What follows belongs to an exercise in optimizing a design on an open flow for a short achievable clock period and few clock cycles; a production flow would make more cautious choices.
At most, simulation tests tie the RTL to the original design; equivalence was not proved.
Power and IR drop assume default switching activity.

==> flow/design.v (excerpt) <==
module rv_slice_top (
    input  logic        clk,
    input  logic        rst_n,
    input  logic [11:0] paddr,
    input  logic        psel,
    input  logic        penable,
    input  logic        pwrite,
    input  logic [31:0] pwdata,
    output logic [31:0] prdata,
    output logic        pready,
    output logic        pslverr
);
Size: ~7200 cells after synthesis, roughly 1300 flip-flops, ~83 I/O pins, about 83000 um^2 of cells after synthesis.
export LEC_CHECK = 0
export ABC_CLOCK_PERIOD_IN_PS = 1500
export CAP_MARGIN = 20
export CORE_MARGIN = 2
export CORE_UTILIZATION = 36
export PLACE_DENSITY = 0.45
export SETUP_SLACK_MARGIN = 5
export SLEW_MARGIN = 20
create_clock -name core_clock -period 12.0 [get_ports {clk}]
standard.sh (not shown) runs the stock make flow with config.mk's settings and CLKGATE_MAP_FILE= SYNTH_SCRIPT=/design/flow/synth_recipe.tcl, a recipe that flattens the netlist after the stock synthesis.
==> flow/flow/run.sh <==
#!/bin/bash
# Standard ORFS layout (the standard.sh, standard synthesis), with the
# timing repair steps asked to reach a larger setup margin than the flow
# settings allow, so that repair keeps sizing the design for speed.
set -euo pipefail
cd "$(dirname "$0")/.."
MARGIN=$(cat flow/margin.txt)
bash standard.sh SETUP_SLACK_MARGIN="$MARGIN" finish > flow_make.log 2>&1
==> flow/flow/margin.txt <==
8.6
Then changed:
--- a/flow/design.v
+++ b/flow/design.v
@@ -81,64 +81,49 @@
     logic [6:0]  opc;
     logic [2:0]  f3;
     logic [6:0]  f7;
     logic        d_lui, d_auipc, d_jal, d_jalr, d_br, d_opi, d_op, d_legal, d_alu;
     logic        is_instr, read_ok;
     assign ins = pwdata;
     assign opc = ins[6:0];
     assign f3  = ins[14:12];
     assign f7  = ins[31:25];
     logic [32*32-1:0] rf_flat;    
-    logic [32*32-1:0] rf_flat_p;  
     always_comb begin
         rf_flat[31:0] = 32'd0;
         for (int i = 1; i < 32; i++) rf_flat[32*i +: 32] = regs_nx[i];
-        rf_flat_p = rf_flat;
-        rf_flat_p[31:0] = {32{paddr == 12'h080}} & pc_nx;   
     end
     assign rs1_v = rf_flat[32*ins[19:15] +: 32];
     assign rs2_v = rf_flat[32*ins[24:20] +: 32];
-    assign rdp_v = rf_flat_p[32*paddr[6:2] +: 32];
+    assign rdp_v = rf_flat[32*paddr[6:2] +: 32];
     assign d_lui   = opc == 7'b0110111;
     assign d_auipc = opc == 7'b0010111;
     assign d_jal   = opc == 7'b1101111;
     assign d_jalr  = opc == 7'b1100111 && f3 == 3'b000;
     assign d_br    = opc == 7'b1100011 && f3[2:1] != 2'b01;
     assign d_opi   = opc == 7'b0010011 &&
                      (f3 == 3'b001 ? f7 == 7'h00 :
                       f3 == 3'b101 ? (f7 == 7'h00 || f7 == 7'h20) : 1'b1);
     assign d_op    = opc == 7'b0110011 &&
                      (f7 == 7'h00 || (f7 == 7'h20 && (f3 == 3'b000 || f3 == 3'b101)));
-    logic f7_base, f7_zero, opc11;
-    assign f7_base = ~f7[6] & ~|f7[4:0];
-    assign f7_zero = f7_base & ~f7[5];
-    assign opc11   = opc[1] & opc[0];
-    assign d_legal = opc11 & (
-          (~opc[6] &  opc[4] & ~opc[3] & opc[2])                           
-        | ( opc[6] &  opc[5] & ~opc[4] & opc[3] & opc[2])                  
-        | ( opc[6] &  opc[5] & ~opc[4] & ~opc[3] & opc[2] & ~|f3)          
-        | ( opc[6] &  opc[5] & ~opc[4] & ~opc[3] & ~opc[2] & (f3[2] | ~f3[1]))    
-        | (~opc[6] & ~opc[5] &  opc[4] & ~opc[3] & ~opc[2] &
-           (f3[1] | ~f3[0] | (f3[2] ? f7_base : f7_zero)))                 
-        | (~opc[6] &  opc[5] &  opc[4] & ~opc[3] & ~opc[2] &
-           f7_base & (~f7[5] | (f3[1:0] == 2'b00 & ~f3[2]) | (f3 == 3'b101))));  
+    assign d_legal = d_lui | d_auipc | d_jal | d_jalr | d_br | d_opi | d_op;
     assign is_instr = paddr == 12'h084;
     assign read_ok  = (paddr[11:7] == 5'd0 && paddr[1:0] == 2'b00) || paddr == 12'h080;
     logic c_alu, c_br;
     assign c_alu = opc[4] & ~opc[2];             
     assign c_br  = opc[6] & ~opc[2];             
     logic [31:0] op_a, op_b, imm;
     logic [31:1] wsel;
     logic        s_add, s_sub, s_sll, s_slt, s_sltu, s_xor, s_srl, s_sra, s_or, s_and;
     logic        s_lui, s_auipc, s_link, s_jalr;
     logic        t_jal, t_beq, t_bne, t_blt, t_bge, t_bltu, t_bgeu;
-    logic        exec, xfer_q, legal_q;
+    logic        exec;
     logic        err_q, rdy_q;
     logic [31:0] rdata_q;
     always_ff @(posedge clk) begin
         op_a  <= rs1_v;
         op_b  <= (opc[5] & ~opc[2]) ? rs2_v : {{20{ins[31]}}, ins[31:20]};
         imm   <= opc[2] ? (opc[3] ? {{12{ins[31]}}, ins[19:12], ins[20], ins[30:21], 1'b0}
                                   : {ins[31:12], 12'b0})
                         : {{20{ins[31]}}, ins[7], ins[30:25], ins[11:8], 1'b0};
         for (int i = 1; i < 32; i++)
             wsel[i] <= ins[11:7] == i[4:0] && !c_br;
@@ -156,36 +141,33 @@
         s_auipc <= d_auipc;
         s_link  <= d_jal | d_jalr;
         s_jalr  <= d_jalr;
         t_jal   <= d_jal;
         t_beq   <= c_br & (f3 == 3'b000);
         t_bne   <= c_br & (f3 == 3'b001);
         t_blt   <= c_br & (f3 == 3'b100);
         t_bge   <= c_br & (f3 == 3'b101);
         t_bltu  <= c_br & (f3 == 3'b110);
         t_bgeu  <= c_br & (f3 == 3'b111);
-        rdata_q <= rdp_v;
+        rdata_q <= rdp_v | ({32{paddr == 12'h080}} & pc_nx);
     end
     always_ff @(posedge clk or negedge rst_n) begin
         if (!rst_n) begin
-            xfer_q  <= 1'b0;
-            legal_q <= 1'b0;
+            exec  <= 1'b0;
             err_q <= 1'b0;
             rdy_q <= 1'b0;
         end else begin
-            xfer_q  <= psel & ~penable & pwrite & is_instr;
-            legal_q <= d_legal;
+            exec  <= psel & ~penable & pwrite & is_instr & d_legal;
             err_q <= pwrite ? ~(is_instr & d_legal) : ~read_ok;
             rdy_q <= 1'b1;
         end
     end
-    assign exec    = xfer_q & legal_q;
     assign prdata  = rdata_q;
     assign pslverr = err_q;
     assign pready  = rdy_q;
     logic [31:0] sum, diff, pc4, tgt, shl, shr, rd_data;
     logic        lt_s, lt_u, eq, taken;
     assign sum  = op_a + op_b;
     assign diff = op_a - op_b;
     assign lt_u = op_a < op_b;
     assign lt_s = $signed(op_a) < $signed(op_b);
     assign eq   = op_a == op_b;
Result: The new run completed without violations. Clock power is higher by 5.1%. Final cell count hardly moves. Power went up by 2.9%. Worst hold slack barely changes. Area after synthesis is about the same. Clock skew is higher by 0.013 ns. Wire length rises by 1.6%. Final area rises by 0.46%. Global-route usage stays flat.
Testbench counts after the change, summed over its fixed seeds: cycles 48,000.
The RTL of the first run of this note was laid out without a check of its function.

* * *

Setup of blue:
The RTL this note starts from:
==> flow/design.v <==
package rv_pkg;
    localparam int XLEN      = 32;
    localparam int REG_COUNT = 32;
    localparam int REG_AW    = 5;
    localparam int APB_AW    = 12;
    localparam int ALU_OPW   = 4;
    typedef logic [XLEN-1:0]    word_t;
    typedef logic [REG_AW-1:0]  reg_addr_t;
    typedef logic [ALU_OPW-1:0] alu_op_t;
    typedef logic [APB_AW-1:0]  apb_addr_t;
    typedef enum logic [1:0] {
        IDLE,
        DECODE,
        EXECUTE,
        WRITEBACK
    } state_t;
    localparam logic [6:0] OPC_LUI    = 7'b0110111;
    localparam logic [6:0] OPC_AUIPC  = 7'b0010111;
    localparam logic [6:0] OPC_JAL    = 7'b1101111;
    localparam logic [6:0] OPC_JALR   = 7'b1100111;
    localparam logic [6:0] OPC_BRANCH = 7'b1100011;
    localparam logic [6:0] OPC_OP_IMM = 7'b0010011;
    localparam logic [6:0] OPC_OP     = 7'b0110011;
    localparam logic [2:0] F3_ADD_SUB = 3'b000;
    localparam logic [2:0] F3_SLL     = 3'b001;
    localparam logic [2:0] F3_SLT     = 3'b010;
    localparam logic [2:0] F3_SLTU    = 3'b011;
    localparam logic [2:0] F3_XOR     = 3'b100;
    localparam logic [2:0] F3_SRL_SRA = 3'b101;
    localparam logic [2:0] F3_OR      = 3'b110;
    localparam logic [2:0] F3_AND     = 3'b111;
    localparam logic [2:0] F3_BEQ  = 3'b000;
    localparam logic [2:0] F3_BNE  = 3'b001;
    localparam logic [2:0] F3_BLT  = 3'b100;
    localparam logic [2:0] F3_BGE  = 3'b101;
    localparam logic [2:0] F3_BLTU = 3'b110;
    localparam logic [2:0] F3_BGEU = 3'b111;
    localparam logic [6:0] F7_BASE = 7'b0000000;
    localparam logic [6:0] F7_ALT  = 7'b0100000;  
    localparam alu_op_t ALU_ADD    = 4'd0;
    localparam alu_op_t ALU_SUB    = 4'd1;
    localparam alu_op_t ALU_SLT    = 4'd2;
    localparam alu_op_t ALU_SLTU   = 4'd3;
    localparam alu_op_t ALU_AND    = 4'd4;
    localparam alu_op_t ALU_OR     = 4'd5;
    localparam alu_op_t ALU_XOR    = 4'd6;
    localparam alu_op_t ALU_SLL    = 4'd7;
    localparam alu_op_t ALU_SRL    = 4'd8;
    localparam alu_op_t ALU_SRA    = 4'd9;
    localparam alu_op_t ALU_PASS_B = 4'd10;  
    localparam apb_addr_t REG_BASE   = 12'h000;
    localparam apb_addr_t PC_ADDR    = 12'h080;
    localparam apb_addr_t INSTR_ADDR = 12'h084;
    localparam word_t RESET_PC = 32'h0000_0000;
endpackage
`timescale 1ns/1ps
module rv_slice_top (
    input  logic        clk,
    input  logic        rst_n,
    input  logic [11:0] paddr,
    input  logic        psel,
    input  logic        penable,
    input  logic        pwrite,
    input  logic [31:0] pwdata,
    output logic [31:0] prdata,
    output logic        pready,
    output logic        pslverr
);
    logic [31:0] regs [1:31];
    logic [31:0] pc;
    logic [32*32-1:0] rf_flat;    
    always_comb begin
        rf_flat[31:0] = 32'd0;
        for (int i = 1; i < 32; i++) rf_flat[32*i +: 32] = regs[i];
    end
    logic [31:0] ins;
    logic [31:0] rs1_v, rs2_v, rdp_v;
    logic [6:0]  opc;
    logic [2:0]  f3;
    logic [6:0]  f7;
    logic        d_lui, d_auipc, d_jal, d_jalr, d_br, d_opi, d_op, d_legal, d_alu;
    logic        is_instr, read_ok;
    assign ins = pwdata;
    assign opc = ins[6:0];
    assign f3  = ins[14:12];
    assign f7  = ins[31:25];
    assign rs1_v = rf_flat[32*ins[19:15] +: 32];
    assign rs2_v = rf_flat[32*ins[24:20] +: 32];
    assign rdp_v = rf_flat[32*paddr[6:2] +: 32];
    assign d_lui   = opc == 7'b0110111;
    assign d_auipc = opc == 7'b0010111;
    assign d_jal   = opc == 7'b1101111;
    assign d_jalr  = opc == 7'b1100111 && f3 == 3'b000;
    assign d_br    = opc == 7'b1100011 && f3[2:1] != 2'b01;
    assign d_opi   = opc == 7'b0010011 &&
                     (f3 == 3'b001 ? f7 == 7'h00 :
                      f3 == 3'b101 ? (f7 == 7'h00 || f7 == 7'h20) : 1'b1);
    assign d_op    = opc == 7'b0110011 &&
                     (f7 == 7'h00 || (f7 == 7'h20 && (f3 == 3'b000 || f3 == 3'b101)));
    assign d_legal = d_lui | d_auipc | d_jal | d_jalr | d_br | d_opi | d_op;
    assign is_instr = paddr == 12'h084;
    assign read_ok  = (paddr[11:7] == 5'd0 && paddr[1:0] == 2'b00) || paddr == 12'h080;
    logic c_alu, c_br;
    assign c_alu = opc[4] & ~opc[2];             
    assign c_br  = opc[6] & ~opc[2];             
    logic [31:0] op_a, op_b, imm;
    logic [31:1] wsel;
    logic        s_add, s_sub, s_sll, s_slt, s_sltu, s_xor, s_srl, s_sra, s_or, s_and;
    logic        s_lui, s_auipc, s_link, s_jalr;
    logic        t_jal, t_beq, t_bne, t_blt, t_bge, t_bltu, t_bgeu;
    logic        exec;
    logic        err_q, rdy_q;
    logic [31:0] rdata_q;
    always_ff @(posedge clk) begin
        op_a  <= rs1_v;
        op_b  <= (opc[5] & ~opc[2]) ? rs2_v : {{20{ins[31]}}, ins[31:20]};
        imm   <= opc[2] ? (opc[3] ? {{12{ins[31]}}, ins[19:12], ins[20], ins[30:21], 1'b0}
                                  : {ins[31:12], 12'b0})
                        : {{20{ins[31]}}, ins[7], ins[30:25], ins[11:8], 1'b0};
        for (int i = 1; i < 32; i++)
            wsel[i] <= ins[11:7] == i[4:0] && !c_br;
        s_add   <= c_alu & (f3 == 3'b000) & ~(opc[5] & ins[30]);
        s_sub   <= c_alu & (f3 == 3'b000) &  (opc[5] & ins[30]);
        s_sll   <= c_alu & (f3 == 3'b001);
        s_slt   <= c_alu & (f3 == 3'b010);
        s_sltu  <= c_alu & (f3 == 3'b011);
        s_xor   <= c_alu & (f3 == 3'b100);
        s_srl   <= c_alu & (f3 == 3'b101) & ~ins[30];
        s_sra   <= c_alu & (f3 == 3'b101) &  ins[30];
        s_or    <= c_alu & (f3 == 3'b110);
        s_and   <= c_alu & (f3 == 3'b111);
        s_lui   <= d_lui;
        s_auipc <= d_auipc;
        s_link  <= d_jal | d_jalr;
        s_jalr  <= d_jalr;
        t_jal   <= d_jal;
        t_beq   <= c_br & (f3 == 3'b000);
        t_bne   <= c_br & (f3 == 3'b001);
        t_blt   <= c_br & (f3 == 3'b100);
        t_bge   <= c_br & (f3 == 3'b101);
        t_bltu  <= c_br & (f3 == 3'b110);
        t_bgeu  <= c_br & (f3 == 3'b111);
        rdata_q <= (paddr == 12'h080) ? pc : rdp_v;
    end
    always_ff @(posedge clk or negedge rst_n) begin
        if (!rst_n) begin
            exec  <= 1'b0;
            err_q <= 1'b0;
            rdy_q <= 1'b0;
        end else begin
            exec  <= psel & ~penable & pwrite & is_instr & d_legal;
            err_q <= pwrite ? ~(is_instr & d_legal) : ~read_ok;
            rdy_q <= 1'b1;
        end
    end
    assign prdata  = rdata_q;
    assign pslverr = err_q;
    assign pready  = rdy_q;
    logic [31:0] sum, diff, pc4, tgt, shl, shr, rd_data, pc_nxt;
    logic        lt_s, lt_u, eq, taken;
    assign sum  = op_a + op_b;
    assign diff = op_a - op_b;
    assign lt_u = op_a < op_b;
    assign lt_s = $signed(op_a) < $signed(op_b);
    assign eq   = op_a == op_b;
    assign shl = op_a << op_b[4:0];
    assign shr = 32'($signed({s_sra & op_a[31], op_a}) >>> op_b[4:0]);
    assign pc4 = pc + 32'd4;
    assign tgt = pc + imm;
    assign rd_data = ({32{s_add}}   & sum)
                   | ({32{s_sub}}   & diff)
                   | ({32{s_sll}}   & shl)
                   | ({32{s_srl | s_sra}} & shr)
                   | ({32{s_xor}}   & (op_a ^ op_b))
                   | ({32{s_or}}    & (op_a | op_b))
                   | ({32{s_and}}   & (op_a & op_b))
                   | {31'd0, (s_slt & lt_s) | (s_sltu & lt_u)}
                   | ({32{s_lui}}   & imm)
                   | ({32{s_auipc}} & tgt)
                   | ({32{s_link}}  & pc4);
    assign taken = t_jal | (t_beq & eq) | (t_bne & ~eq) | (t_blt & lt_s) | (t_bge & ~lt_s)
                 | (t_bltu & lt_u) | (t_bgeu & ~lt_u);
    assign pc_nxt = s_jalr ? {sum[31:1], 1'b0} : taken ? tgt : pc4;
    always_ff @(posedge clk or negedge rst_n) begin
        if (!rst_n) begin
            pc <= 32'd0;
            for (int i = 1; i < 32; i++) regs[i] <= 32'd0;
        end else if (exec) begin
            pc <= pc_nxt;
            for (int i = 1; i < 32; i++)
                if (wsel[i]) regs[i] <= rd_data;
        end
    end
endmodule
==> flow/config.mk <==
export PLATFORM = sky130hd
export DESIGN_NAME = rv_slice_top
export DESIGN_NICKNAME = rv_slice_top
export VERILOG_FILES = /design/flow/design.v
export SDC_FILE = /design/flow/constraint.sdc
export NUM_CORES = 4
export LEC_CHECK = 0
export ABC_CLOCK_PERIOD_IN_PS = 3000
export CAP_MARGIN = 20
export CORE_MARGIN = 2
export CORE_UTILIZATION = 25
export PLACE_DENSITY = 0.32
export SETUP_SLACK_MARGIN = 5
export SLEW_MARGIN = 20
==> flow/constraint.sdc <==
create_clock -name core_clock -period 12.0 [get_ports {clk}]
set_input_delay 2.4000 -clock core_clock [delete_from_list [all_inputs] [get_ports {clk}]]
set_output_delay 2.4000 -clock core_clock [all_outputs]
set_load 0.01 [all_outputs]
==> flow/flow/margin.txt <==
8.5
Scripts as last shown in full above: flow/flow/run.sh
Changes in orange relative to blue:
-- flow/design.v --
<<< blue, line 69
    logic [31:0] regs [1:31];
    logic [31:0] pc;
    logic [32*32-1:0] rf_flat;    
    always_comb begin
        rf_flat[31:0] = 32'd0;
        for (int i = 1; i < 32; i++) rf_flat[32*i +: 32] = regs[i];
    end
    logic [31:0] ins;
    logic [31:0] rs1_v, rs2_v, rdp_v;
>>> orange, line 69
    logic [31:0] regs [1:31];
    logic [31:0] pc;
    logic [31:0] wb_d;
    logic [31:1] wb_we;
    logic [31:0] regs_nx [1:31];
    always_comb
        for (int i = 1; i < 32; i++) regs_nx[i] = wb_we[i] ? wb_d : regs[i];
    logic [31:0] ins;
    logic [31:0] rs1_v, rs2_v, rdp_v;
<<< blue, line 85
    assign f3  = ins[14:12];
    assign f7  = ins[31:25];
    assign rs1_v = rf_flat[32*ins[19:15] +: 32];
    assign rs2_v = rf_flat[32*ins[24:20] +: 32];
    assign rdp_v = rf_flat[32*paddr[6:2] +: 32];
    assign d_lui   = opc == 7'b0110111;
    assign d_auipc = opc == 7'b0010111;
>>> orange, line 85
    assign f3  = ins[14:12];
    assign f7  = ins[31:25];
    logic [31:1] sel1, sel2, selp;
    always_comb begin
        for (int i = 1; i < 32; i++) begin
            sel1[i] = ins[19:15] == i[4:0];
            sel2[i] = ins[24:20] == i[4:0];
            selp[i] = paddr[6:2] == i[4:0];
        end
        for (int b = 0; b < 32; b++) begin
            logic [31:1] c1, c2, cp;
            for (int i = 1; i < 32; i++) begin
                c1[i] = sel1[i] & regs_nx[i][b];
                c2[i] = sel2[i] & regs_nx[i][b];
                cp[i] = selp[i] & regs_nx[i][b];
            end
            rs1_v[b] = |c1;
            rs2_v[b] = |c2;
            rdp_v[b] = |cp;
        end
    end
    assign d_lui   = opc == 7'b0110111;
    assign d_auipc = opc == 7'b0010111;
<<< blue, line 141
        t_bltu  <= c_br & (f3 == 3'b110);
        t_bgeu  <= c_br & (f3 == 3'b111);
        rdata_q <= (paddr == 12'h080) ? pc : rdp_v;
    end
    always_ff @(posedge clk or negedge rst_n) begin
>>> orange, line 157
        t_bltu  <= c_br & (f3 == 3'b110);
        t_bgeu  <= c_br & (f3 == 3'b111);
        rdata_q <= rdp_v | ({32{paddr == 12'h080}} & pc);
    end
    always_ff @(posedge clk or negedge rst_n) begin
<<< blue, line 184
    always_ff @(posedge clk or negedge rst_n) begin
        if (!rst_n) begin
            pc <= 32'd0;
            for (int i = 1; i < 32; i++) regs[i] <= 32'd0;
        end else if (exec) begin
            pc <= pc_nxt;
            for (int i = 1; i < 32; i++)
                if (wsel[i]) regs[i] <= rd_data;
        end
    end
>>> orange, line 200
    always_ff @(posedge clk or negedge rst_n) begin
        if (!rst_n) begin
            pc    <= 32'd0;
            wb_we <= '0;
        end else begin
            if (exec) pc <= pc_nxt;
            wb_we <= exec ? wsel : '0;
        end
    end
    always_ff @(posedge clk) wb_d <= rd_data;
    always_ff @(posedge clk or negedge rst_n) begin
        if (!rst_n) begin
            for (int i = 1; i < 32; i++) regs[i] <= 32'd0;
        end else begin
            for (int i = 1; i < 32; i++)
                if (wb_we[i]) regs[i] <= wb_d;
        end
    end
Results
Post-cts repair resize count: orange higher than blue. Compared with blue, orange shows compound-cell area share of the yosys netlist higher by 7.3 points. The cell area after technology mapping reported for orange is smaller than that of blue by about 4%. Sort orange and blue by worst hold slack across all endpoints asc -> top: orange. Going from blue to orange, first-iteration DRC count grows by 7,455. orange ended up with a higher sequential cell count than blue did. Between orange and blue, the basic-gate share of the synthesized area counting and, or, nand and nor cells does not differ in any meaningful way. Power, orange vs blue: up by a few percent. The routed wire length in orange is 1.6 times that in blue. Area growth from synthesis to layout is higher on orange. | synthesized cell count | lower: blue |.
Function was not checked in any run of this note: the RTL went through the layout flow alone.

-- port drivers added, routing unchanged --
How much do the figures lean on ideal ports? The routed layouts below were timed once more, with nothing changed but the port constraints. Step 1 (the two cells are an assumption about what drives the block):
set clk [get_ports {clk}]
set_driving_cell -lib_cell sky130_fd_sc_hd__clkbuf_16 $clk
set_driving_cell -lib_cell sky130_fd_sc_hd__buf_2 [delete_from_list [all_inputs] $clk]
Step 2 adds t to the input delays and takes it off the output delays; t is the mean of the earliest and latest rising clock arrival at the registers after step 1. Input paths then give back, and output paths get back, about the clock's delay inside the block. Slacks: ideal ports / drivers / drivers and shift; pairs: ideal ports / drivers.
| run | t, ns | setup slack, ns | hold slack, ns | worst register clock-pin slew, ns |
|---|---|---|---|---|
| the first run of note 1 | 0.938 | 8.141 / 8.053 / 7.245 | 0.434 / 0.434 / 0.434 | 0.07 / 0.07 |
| the second run of note 1 | 0.937 | 8.179 / 8.089 / 7.152 | 0.436 / 0.436 / 0.436 | 0.07 / 0.07 |
| blue | 0.941 | 7.922 / 7.908 / 6.967 | 0.555 / 0.555 / 0.555 | 0.08 / 0.08 |
| orange | 1.015 | 7.475 / 7.475 / 6.992 | 0.437 / 0.437 / 0.437 | 0.08 / 0.08 |
After both steps every run listed still meets setup and hold. For the second run of note 1, which loses most, drivers alone change the setup slack by -0.090 ns; drivers and shift together by -1.027 ns.
